Background: an optimization exercise with open tools, aiming at small area and a short achievable clock period. Do not read the settings as production practice. The RTL was checked by simulation tests, not by an equivalence proof against the original design. No activity file was given, so power comes from the tool's default toggle rates.

## flow/design.v (module list and top-level ports; edited modules follow where they fit)
// module axil_write_channel: 42 lines
// module axil_read_channel: 41 lines
// module coef_reg_file: 35 lines
// module dot_product_pipe: 5098 lines
// module cdp_fa: 10 lines
// module cdp_pq: 11 lines
// module cdp_pq0: 7 lines
// module coef_dot_product_top: 77 lines
// module coef_dot_product: 51 lines
module coef_dot_product (
    input  wire          i_clk,
    input  wire          i_sync_rst,
    input  wire          s_awvalid,
    input  wire [31:0]   s_awaddr,
    output wire          s_awready,
    input  wire          s_wvalid,
    input  wire [31:0]   s_wdata,
    input  wire [3:0]    s_wstrb,
    output wire          s_wready,
    output wire          s_bvalid,
    output wire [1:0]    s_bresp,
    input  wire          s_bready,
    input  wire          s_arvalid,
    input  wire [31:0]   s_araddr,
    output wire          s_arready,
    output wire          s_rvalid,
    output wire [31:0]   s_rdata,
    output wire [1:0]    s_rresp,
    input  wire          s_rready,
    input  wire [127:0]  i_vec,
    input  wire          i_vec_valid,
    output wire [31:0]   o_prod,
    output wire          o_prod_valid
);
  // ...
==> flow/flow/run.sh <==
#!/bin/bash
set -euo pipefail
bash standard.sh "BUFFER_PORTS_ARGS=-buffer_cell sky130_fd_sc_hd__buf_2" \
    SETUP_SLACK_MARGIN=6.0 finish > flow_make.log 2>&1
==> flow/standard.sh <==
#!/bin/bash
# synth_recipe.tcl (not shown) runs the flow's synth.tcl, then flattens the netlist and writes it again
# the make line also repeats each setting of config.mk as NAME=value (left out here)
make -C /OpenROAD-flow-scripts/flow DESIGN_CONFIG=/design/flow/config.mk WORK_HOME=/design/flow/orfs CLKGATE_MAP_FILE= SYNTH_SCRIPT=/design/flow/synth_recipe.tcl "${@:-finish}"
==> flow/config.mk <==
export PLATFORM = sky130hd
export DESIGN_NAME = coef_dot_product
export DESIGN_NICKNAME = coef_dot_product
export VERILOG_FILES = /design/flow/design.v
export SDC_FILE = /design/flow/constraint.sdc
export NUM_CORES = 4
export LEC_CHECK = 0
export CAP_MARGIN = 20
export CORE_MARGIN = 2
export CORE_UTILIZATION = 50
export CTS_CLUSTER_DIAMETER = 100
export CTS_CLUSTER_SIZE = 20
export PLACE_DENSITY = 0.6
export SLEW_MARGIN = 60
export SYNTH_HIERARCHICAL = 1
==> flow/constraint.sdc <==
create_clock -name core_clock -period 9.0 [get_ports {i_clk}]
set_input_delay 1.8000 -clock core_clock [delete_from_list [all_inputs] [get_ports {i_clk}]]
set_output_delay 1.8000 -clock core_clock [all_outputs]
set_load 0.01 [all_outputs]
==> results.cfg, run 1 <==
[finish]
post-route-cell-area_um2 = 70200
share_of_layout_cells_above_drive_strength_1_pct = 24.4
registers_with_the_most_flip_flops = u_top.u_pipe.r_vec x128, u_top.u_regs.o_coefs x128, u_top.u_regs.o_coefs3 x124
fin_nets = 6072
seq_cells = 953

[cts]
clock_latency_ns = 0.75
clock_sinks = 953
cts_tree = yes
numCtsBuffers = 58

[die]
start_util_pct = 50.2
core_area_um2 = 119000
tap_cell_count = 1612

[sta]
tightestPinTransition_ns = 0.705
slew_headroom_pct = 53.0
setup_slack_ns = 5.85

[pwr]
power_share_of_the_clock_group_pct = 10.2
dominant_power_group = combinational logic

[setup_path]
worst_ep_arrival_time_ns = 3.77
cp_num_cells = 5
cp-endpoint = u_top.u_pipe.r_s1_186
worstSetupStartpoint = u_top.u_regs.o_coefs[84]
worstReg2RegEnd = u_top.u_pipe.r_s1_186
count_of_cells_along_the_worst_register_to_register_path = 5
reg2reg_slack_ns = 5.85
critical_path_most_common_cell = fa_1

[route]
ant_nets = 0
routedLengthMet1_um = 90400
detail_route.vias_per_cell = 7.87

[placed_design]
place.port_buffers = 303

[hold_path]
holdCritPathClass = reg -> reg

[global_routing]
antenna_found_initial = 38
grtUsageMet3_pct = 16.9
overflow = 0
first_global_vias = 49500
grt_pass1_wl_um = 383000

[run_status]
outcome = timing/DRC/antenna clean

[synthesis]
yosys_warnings = 10
avg_inst_size_synth_um2 = 14.9
==> inputs of run 2 (changes only) <==
--- a/flow/config.mk
+++ b/flow/config.mk
@@ -7,9 +7,9 @@
 export LEC_CHECK = 0
 export CAP_MARGIN = 20
 export CORE_MARGIN = 2
-export CORE_UTILIZATION = 50
+export CORE_UTILIZATION = 40
 export CTS_CLUSTER_DIAMETER = 100
 export CTS_CLUSTER_SIZE = 20
-export PLACE_DENSITY = 0.6
+export PLACE_DENSITY = 0.5
 export SLEW_MARGIN = 60
 export SYNTH_HIERARCHICAL = 1
==> run 2 against run 1 <==
Still clean on timing, DRC and antenna. Routed wire length rose by 3.0%. Combinational power is essentially flat. Sequential power is essentially flat. Largest power group unchanged.
==> results.cfg, run 2 <==
[run_status]
outcome = timing/DRC/antenna clean

[cts]
clock_root_buffer = clkbuf_16
cts_tree = yes
cts.path.max_buffers = 3
count_of_hold_buffers_inserted_by_post_cts_repair = 0
clock_tree.htree_level_count = 2
clock_latency_ns = 0.75
clock_pin_slew_on_the_worst_setup_and_hold_paths_ns = 0.09
numCtsBuffers = 59
clock_sinks = 953

[pwr]
irDropWorstVdd_mv = 0.538
leakage_nw = 24.2
power.density_cell_area_nw_per_um2 = 388

[global_routing]
overflow = 0
grt_pass1_wl_um = 397000
largest_net_degree_at_the_start_of_global_routing = 49
antenna_found_initial = 35
grt_use_total_pct = 37.1
first_global_vias = 49700

[setup_path]
critPathLaunchType = flip-flop
critical_path.cell_chain = buf_2
worst-path-buf-inv = 1
cp_top_family = flip-flops
setup.worst_path.end_class = primary output
crit_path_max_incr_delay_ns = 0.41
timing.critical_path.slowest_stage_cell = edfxtp_1
worst_ep_arrival_time_ns = 1.31
setup.worst_path.class = reg -> out
critPathMaxFanout = 1
timing.critical_path.required_ns = 7.20

[run]
max_cap_viol_count = 0

[synthesis]
yosys_warnings = 10
postSynthCellCount = 4019
avg_inst_size_synth_um2 = 14.9
post_synthesis_cell_area_um2 = 59900

[sta]
timing.setup.tns_ns = 0
timing.final.hold_violations = 0
slew_headroom_pct = 55.9
fin_crit_ns = 3.11
drv_slew = 0
grt_setup_unrepaired = true
fin_worst_skew_ns = 0.0511
fmaxAchievable_ghz = 0.322
tightestPinTransition_ns = 0.661
final.period_utilization_pct = 34.5
finalSetupViolCount = 0

[die]
die_w_um = 391
start_util_pct = 40.2
ioPinCount = 310
rows = 142
chipHeight_um = 391
fp.dieArea_um2 = 153000
core_area_um2 = 149000

[finish]
post-route-cell-area_um2 = 70700
final_common_cell = a222oi_1
registers_with_the_most_flip_flops = u_top.u_pipe.r_vec x128, u_top.u_regs.o_coefs x128, u_top.u_regs.o_coefs3 x124
area_delta_synth_final_pct = 18.0
fin_nets = 6083
mostFrequentLayoutCells = a222oi_1, fa_1, dfxtp_1
instances_no_fill = 6808
share_of_layout_cells_above_drive_strength_1_pct = 24.5

[route]
post-route-drc-count = 0
number_of_vias_after_detailed_routing = 50000
drt_iter0_drc = 14600
postRouteWirelength_um = 290000
detail_route.vias_per_cell = 7.35
drt_pre_antenna_iters = 17
drt-wirelength-per-cell_um = 42.6
ant_nets = 0

[placed_design]
place_hpwl_um = 212000
gpl.final_weighted_congestion = 1.02
placed_cells_incl_taps = 6589
placed_area_um2 = 66900
place.port_buffers = 303

[hold_path]
holdCritPathClass = reg -> reg
run 2: repair_timing:
action	4_1_cts	5_1_grt
resized for setup	101	152
pin swaps	61	125
cloned	4	3
setup endpoints to repair	207	176
setup buffers	41	38
run 2: final cells by class:
class,instances,area (µm²)
multi-input cells,2955,38300
clock inverters,15,196
flip-flops and latches,953,22000
repair buffers,778,5950
fillers,13400,78500
inverters,65,244
clock buffers,82,1590
well taps,1944,2430
diodes,16,40.0
run 2: metrics by stage:
step	hold slack [ns]	setup slack (ns)	utilization (%)	power, W
finish	0.347	5.89	47.4	0.0274
floorplan	0.310	5.98	-	0.0166
detailed placement	0.329	4.95	44.8	0.0238
global route	0.361	5.86	47.4	0.0295
CTS	0.350	5.86	46.6	0.0269
global placement	0.315	4.45	43.6	0.0235
run 2: report_power, final:
group          total (W)  internal (W)  switching (W)
clock network    0.00290       0.00127        0.00163
logic             0.0171       0.00747        0.00963
registers        0.00745       0.00613        0.00132
run 2: path summary, 6_finish.rpt:
| path | start | to | slack (ns) | cells after the start |
|---|---|---|---|---|
| setup / recovery | u_top.u_rd_ch.r_rdata[1] | s_rdata[1] | 5.89 | 1 |
| hold / removal | u_top.u_pipe.r_s1_3 | u_top.u_pipe.r_s2_0 | 0.35 | 0 |
| setup reg to reg | u_top.u_regs.o_coefs[12] | u_top.u_pipe.r_s1_104 | 5.92 | 6 |
| hold reg to reg | u_top.u_pipe.r_s1_3 | u_top.u_pipe.r_s2_0 | 0.35 | 0 |
run 2: routing by layer:
layer	track usage (%)	vias to the layer above	routed length [µm]
li1	-	18700	-
met2	55.2	4821	123000
met4	25.2	24	26500
met1	46.7	25500	100000
met3	11.1	1036	39500
met5	0.159	-	201
==> inputs of run 3 (changes only) <==
==> flow/flow/run.sh (replaced) <==
#!/bin/bash
set -euo pipefail
bash standard.sh "BUFFER_PORTS_ARGS=-buffer_cell sky130_fd_sc_hd__buf_2" \
    SETUP_SLACK_MARGIN=6.1 finish > flow_make.log 2>&1
==> run 3 against run 2 <==
Worst hold slack improved by 0.088 ns. Critical path depth unchanged. Routed wire length up 2.2%. Sequential power hardly changed. Power up 2.3%. Global-route usage is 0.056 points higher. Fmax fell by 0.81%. Design area grew 3.5%. Synthesized area unchanged. Sequential share of layout area shrank 0.94 points. Synthesized cell count stayed put. Largest power group unchanged. Highest routed layer unchanged.
==> results.cfg, run 3 <==
[global_routing]
largest_net_degree_at_the_start_of_global_routing = 64
grt_use_total_pct = 37.2
antenna_found_initial = 45
overflow = 0
grt_pass1_wl_um = 397000
first_global_vias = 50200

[sta]
fmaxAchievable_ghz = 0.319
timing.setup.tns_ns = 0
tightestPinTransition_ns = 0.656
final.period_utilization_pct = 34.8
fin_worst_skew_ns = 0.0579
finalSetupViolCount = 0
slew_headroom_pct = 56.2
timing.final.hold_violations = 0
drv_slew = 0
grt_setup_unrepaired = true
fin_crit_ns = 3.13

[die]
ioPinCount = 310
core_area_um2 = 149000
chipHeight_um = 391
fp.dieArea_um2 = 153000
die_w_um = 391
rows = 142
start_util_pct = 40.2

[hold_path]
holdCritPathClass = reg -> reg
hold-path-cell-count = 1
hold_end = u_top.u_pipe.r_s1_11
min-delay-start = u_top.u_pipe.r_vec[34]

[route]
postRouteWirelength_um = 296000
drt_iter0_drc = 15100
detail_route.vias_per_cell = 7.32
ant_nets = 0
post-route-drc-count = 0
drt_pre_antenna_iters = 19
drt-wirelength-per-cell_um = 42.5
number_of_vias_after_detailed_routing = 51000

[setup_path]
timing.critical_path.required_ns = 7.20
setup.worst_path.class = reg -> out
cp_top_family = flip-flops
timing.critical_path.slowest_stage_cell = edfxtp_1
worstReg2RegEnd = u_top.u_pipe.r_s1_186
setup.worst_path.end_class = primary output
worst_ep_arrival_time_ns = 1.33
crit_path_max_incr_delay_ns = 0.42
critPathLaunchType = flip-flop
critical_path.cell_chain = buf_2
critPathMaxFanout = 1
reg2reg_slack_ns = 5.90
worst_reg2reg_startpoint = u_top.u_regs.o_coefs[82]
worst-path-buf-inv = 1
worstSetupStartpoint = u_top.u_rd_ch.r_rdata[26]
count_of_cells_along_the_worst_register_to_register_path = 6

[synthesis]
post_synthesis_cell_area_um2 = 59900
yosys_warnings = 10
postSynthCellCount = 4019
avg_inst_size_synth_um2 = 14.9

[pwr]
power_share_of_the_clock_group_pct = 10.4
sequential_cell_fraction_of_total_power_pct = 26.6
combinationalPowerShare_pct = 63.1
power.density_cell_area_nw_per_um2 = 384
leakage_nw = 25.3
sw_frac_of_total_pct = 45.7
internal-power_w = 0.0152
irDropWorstVdd_mv = 0.732
p_sw_w = 0.0128

[placed_design]
gpl.final_weighted_congestion = 1.00
place.port_buffers = 303
place_hpwl_um = 209000
placed_cells_incl_taps = 6577

[run_status]
outcome = timing/DRC/antenna clean

[finish]
fin_nets = 6216
share_of_layout_cells_above_drive_strength_1_pct = 29.3
area_delta_synth_final_pct = 22.1
mostFrequentLayoutCells = a222oi_1, fa_1, dfxtp_1
instances_no_fill = 6965
final_common_cell = a222oi_1
final_util_pct = 49.0
registers_with_the_most_flip_flops = u_top.u_pipe.r_vec x128, u_top.u_regs.o_coefs x128, u_top.u_regs.o_coefs3 x124

[cts]
clock_pin_slew_on_the_worst_setup_and_hold_paths_ns = 0.09
count_of_hold_buffers_inserted_by_post_cts_repair = 0
numCtsBuffers = 59
cts.path.max_buffers = 3
clock_root_buffer = clkbuf_16
clock_tree.htree_level_count = 2
clock_sinks = 953
cts_tree = yes
clock_latency_ns = 0.76

[run]
max_cap_viol_count = 0
run 3: how the worst max path moves through the flow:
stage,cells after the start,slack [ns],end
5_1_grt,1,5.85,s_rdata[2]
2_1_floorplan,5,5.98,u_top.u_regs.r_pval[26]
4_1_cts,1,5.84,s_rdata[2]
3_3_place_gp,5,4.52,u_top.u_regs.o_coefs3[50]
3_5_place_dp,6,4.99,u_top.u_regs.o_coefs3[50]
6_report,1,5.87,s_rdata[26]
run 3: layer usage:
metal	track usage (%)	vias up	part of all wire (%)
met3	12.7	1192	14
met4	27.2	34	10
met2	54.3	5063	41
met1	45.8	25700	34
met5	0.0957	-	0.13
li1	-	19000	-
run 3: layout make-up:
cell class	instances	area, µm²
Antenna cell	38	95.1
Clock buffer	83	1600
Clock inverter	16	214
Fill cell	13200	76100
Inverter	65	244
Multi-Input combinational cell	2955	38500
Sequential cell	953	22100
Tap cell	1944	2430
Timing Repair Buffer	911	7960
run 3: per-stage QoR:
stage	instance area [µm²]	total power (W)	hold slack, ns	setup WS (ns)
finish	73200	0.0281	0.434	5.87
global route	73100	0.0300	0.446	5.85
CTS	71000	0.0273	0.436	5.84
detailed placement	66900	0.0239	0.418	4.99
global placement	65100	0.0234	0.421	4.52
floorplan	60300	0.0166	0.310	5.98
run 3: timing repair:
action                     4_1_cts  5_1_grt
setup buffers                  116       90
setup endpoints to repair      278      238
cloned                          14       13
pin swaps                      176      238
gates resized for setup        265      276
run 3: power by group through the flow:
stage	Clock (W)	Sequential [W]	Combinational (W)
final	0.00291	0.00745	0.0177
after global routing	0.00312	0.00751	0.0194
after CTS	0.00297	0.00743	0.0169
after detailed placement	0	0.00752	0.0164
after global placement	0	0.00773	0.0157
after floorplan	0	0.00699	0.00962
==> inputs of run 4 (changes only) <==
==> flow/flow/run.sh (replaced) <==
#!/bin/bash
set -euo pipefail
bash standard.sh "BUFFER_PORTS_ARGS=-buffer_cell sky130_fd_sc_hd__buf_2" \
    SETUP_SLACK_MARGIN=6.0 finish > flow_make.log 2>&1
--- a/flow/config.mk
+++ b/flow/config.mk
@@ -7,9 +7,9 @@
 export LEC_CHECK = 0
 export CAP_MARGIN = 20
 export CORE_MARGIN = 2
-export CORE_UTILIZATION = 40
+export CORE_UTILIZATION = 35
 export CTS_CLUSTER_DIAMETER = 100
 export CTS_CLUSTER_SIZE = 20
-export PLACE_DENSITY = 0.5
+export PLACE_DENSITY = 0.45
 export SLEW_MARGIN = 60
 export SYNTH_HIERARCHICAL = 1
==> run 4 against run 3 <==
Combinational power hardly changed. Via count is 2.3% lower. Power hardly changed. Critical path depth is 4 higher. Clock power is 12% higher. Cell count is 1.9% higher. Register-to-register slack worse by 0.05 ns. Critical path type is now reg -> reg. Largest cell class unchanged.
==> results.cfg, run 4 <==
[sta]
final.period_utilization_pct = 35.0
slew_headroom_pct = 54.6
drv_slew = 0
tightestPinTransition_ns = 0.681
hold_ws_ns = 0.436
grt_setup_unrepaired = true
fmaxAchievable_ghz = 0.317
fin_crit_ns = 3.15
finalSetupViolCount = 0
fin_worst_skew_ns = 0.0567
timing.final.hold_violations = 0
timing.setup.tns_ns = 0

[synthesis]
avg_inst_size_synth_um2 = 14.9
post_synthesis_cell_area_um2 = 59900
postSynthCellCount = 4019
yosys_warnings = 10

[placed_design]
place_hpwl_um = 220000
gpl.final_weighted_congestion = 1.00
placed_cells_incl_taps = 6861
place.port_buffers = 303

[global_routing]
first_global_vias = 49900
overflow = 0
largest_net_degree_at_the_start_of_global_routing = 64
grt_pass1_wl_um = 404000
grt_use_total_pct = 33.3
antenna_found_initial = 32

[route]
drt-wirelength-per-cell_um = 42.3
number_of_vias_after_detailed_routing = 49800
maxUsedRoutingLayer = met5
route.met2.wl_um = 130000
drt_iter0_drc = 14000
detail_route.vias_per_cell = 7.02
post-route-drc-count = 0
route.met3.wl_um = 37400
postRouteWirelength_um = 301000
routedLengthMet1_um = 106000
drt_pre_antenna_iters = 19
ant_nets = 0

[die]
core_area_um2 = 170000
start_util_pct = 35.3
ioPinCount = 310
die_w_um = 418
fp.dieArea_um2 = 175000
rows = 151
chipHeight_um = 418

[hold_path]
hold-path-cell-count = 1
hold_end = u_top.u_pipe.r_valid[1]
holdCritPathClass = reg -> reg
min-delay-start = u_top.u_pipe.r_valid[0]

[finish]
final_common_cell = a222oi_1
share_of_layout_cells_above_drive_strength_1_pct = 24.9
registers_with_the_most_flip_flops = u_top.u_pipe.r_vec x128, u_top.u_regs.o_coefs x128, u_top.u_regs.o_coefs3 x124
fin_nets = 6092
mostFrequentLayoutCells = a222oi_1, fa_1, dfxtp_1
instances_no_fill = 7100
area_delta_synth_final_pct = 19.3

[cts]
numCtsBuffers = 67
cts.path.max_buffers = 3
clock_tree.htree_level_count = 3
cts_tree = yes
clock_root_buffer = clkbuf_16
clock_pin_slew_on_the_worst_setup_and_hold_paths_ns = 0.08
clock_latency_ns = 0.76
clock_sinks = 953

[setup_path]
count_of_cells_along_the_worst_register_to_register_path = 5
setup.worst_path.class = reg -> reg
critPathLaunchType = flip-flop
worstSetupStartpoint = u_top.u_regs.o_coefs[89]
critPathMaxFanout = 7
setup.worst_path.end_class = flip-flop
worst_reg2reg_startpoint = u_top.u_regs.o_coefs[89]
reg2reg_slack_ns = 5.85
timing.critical_path.required_ns = 9.66
worst_ep_arrival_time_ns = 3.81
worstReg2RegEnd = u_top.u_pipe.r_s1_266

[pwr]
leakage_nw = 24.4
power.density_cell_area_nw_per_um2 = 393
irDropWorstVdd_mv = 0.511

[run]
max_cap_viol_count = 0

[run_status]
outcome = timing/DRC/antenna clean
-- run 4: cell count changes in the layout (fill, tap and decap cells not counted), sizes merged --
cell / delta
clkinv: +3
bufbuf: -6
clkinvlp: +1
dlymetal6s2s: -4
buf: -115
diode: -19
clkbuf: -7
inv: +8
-- run 4: worst max-delay path: stages (launching register included) --
cell      delay [ns]
edfxtp_1        0.46
buf_6           0.19
a222oi_1        0.61
fa_1            0.59
fa_1            0.51
fa_2            0.68
-- run 4: power breakdown --
part / internal (W) / total [W] / switching, W
registers: 0.00613 / 0.00740 / 0.00127
logic: 0.00750 / 0.0174 / 0.00989
clock network: 0.00149 / 0.00327 / 0.00178
total: 0.0151 / 0.0281 / 0.0129
-- run 4: metal layers --
metal | up-vias | track usage [%]
met5 | - | 0
met1 | 25800 | 41.6
li1 | 18700 | -
met3 | 855 | 9.19
met2 | 4471 | 50.0
met4 | 30 | 23.2
-- run 4: cell type report --
class	instances	area (µm²)
Inverter	65	244
Timing Repair Buffer	779	6050
Tap cell	2218	2780
Sequential cell	953	22000
Clock buffer	83	1740
Multi-Input combinational cell	2955	38200
Antenna cell	19	47.5
Fill cell	15800	98200
Clock inverter	28	437
-- run 4: repair_timing --
action,4_1_cts,5_1_grt
hold buffers,0,0
pin swaps,45,144
cloned,2,8
resized for setup,94,161
buffers inserted,37,48
endpoints found under the setup margin,192,174
hold endpoints to repair,0,0
-- run 4: worst max-delay path by stage --
| stage | endpoint | slack, ns | cells past startpoint |
|---|---|---|---|
| global placement | u_top.u_regs.o_coefs3[49] | 4.38 | 4 |
| global route | s_rdata[2] | 5.84 | 1 |
| floorplan | u_top.u_regs.r_pval[28] | 5.98 | 5 |
| detailed placement | u_top.u_regs.o_coefs3[50] | 4.97 | 7 |
| CTS | s_rdata[5] | 5.82 | 1 |
| finish | u_top.u_pipe.r_s1_266 | 5.85 | 5 |
-- run 4: stage by stage --
step / instance area (µm²) / total power, W / util (%) / worst slack, ns
after floorplan: 60200 / 0.0166 / - / 5.98
after global placement: 65500 / 0.0240 / 38.6 / 4.38
after detailed placement: 67300 / 0.0243 / 39.7 / 4.97
after CTS: 70200 / 0.0277 / 41.4 / 5.82
after global routing: 71400 / 0.0299 / 42.1 / 5.84
final: 71500 / 0.0281 / 42.1 / 5.85

[what the ideal ports hide]
In the flow no input, the clock included, has a driving cell. The finished layouts below were timed again as built, in two steps.
Step 1 assumes that a clkbuf_16 drives the clock port and a buf_2 every other input.
Step 2, shift: input delay + t, output delay - t, t = (earliest + latest rising clock arrival at the registers) / 2. This alone moves slack from input paths to output paths.
Three values: ideal ports, drivers, drivers and shift; two values: the first two.
run	t (ns)	slack for setup (ns)	worst register clock-pin slew, ns
run 1	0.808	5.854 / 5.847 / 5.301	0.11 / 0.11
run 2	0.813	5.892 / 5.808 / 5.242	0.10 / 0.10
run 3	0.809	5.867 / 5.782 / 5.367	0.10 / 0.10
run 4	0.814	5.848 / 5.794 / 5.357	0.10 / 0.10
After both steps setup and hold are still met in every run listed. For run 2, which loses most, drivers alone change the setup slack by -0.084 ns; drivers and shift together by -0.650 ns.
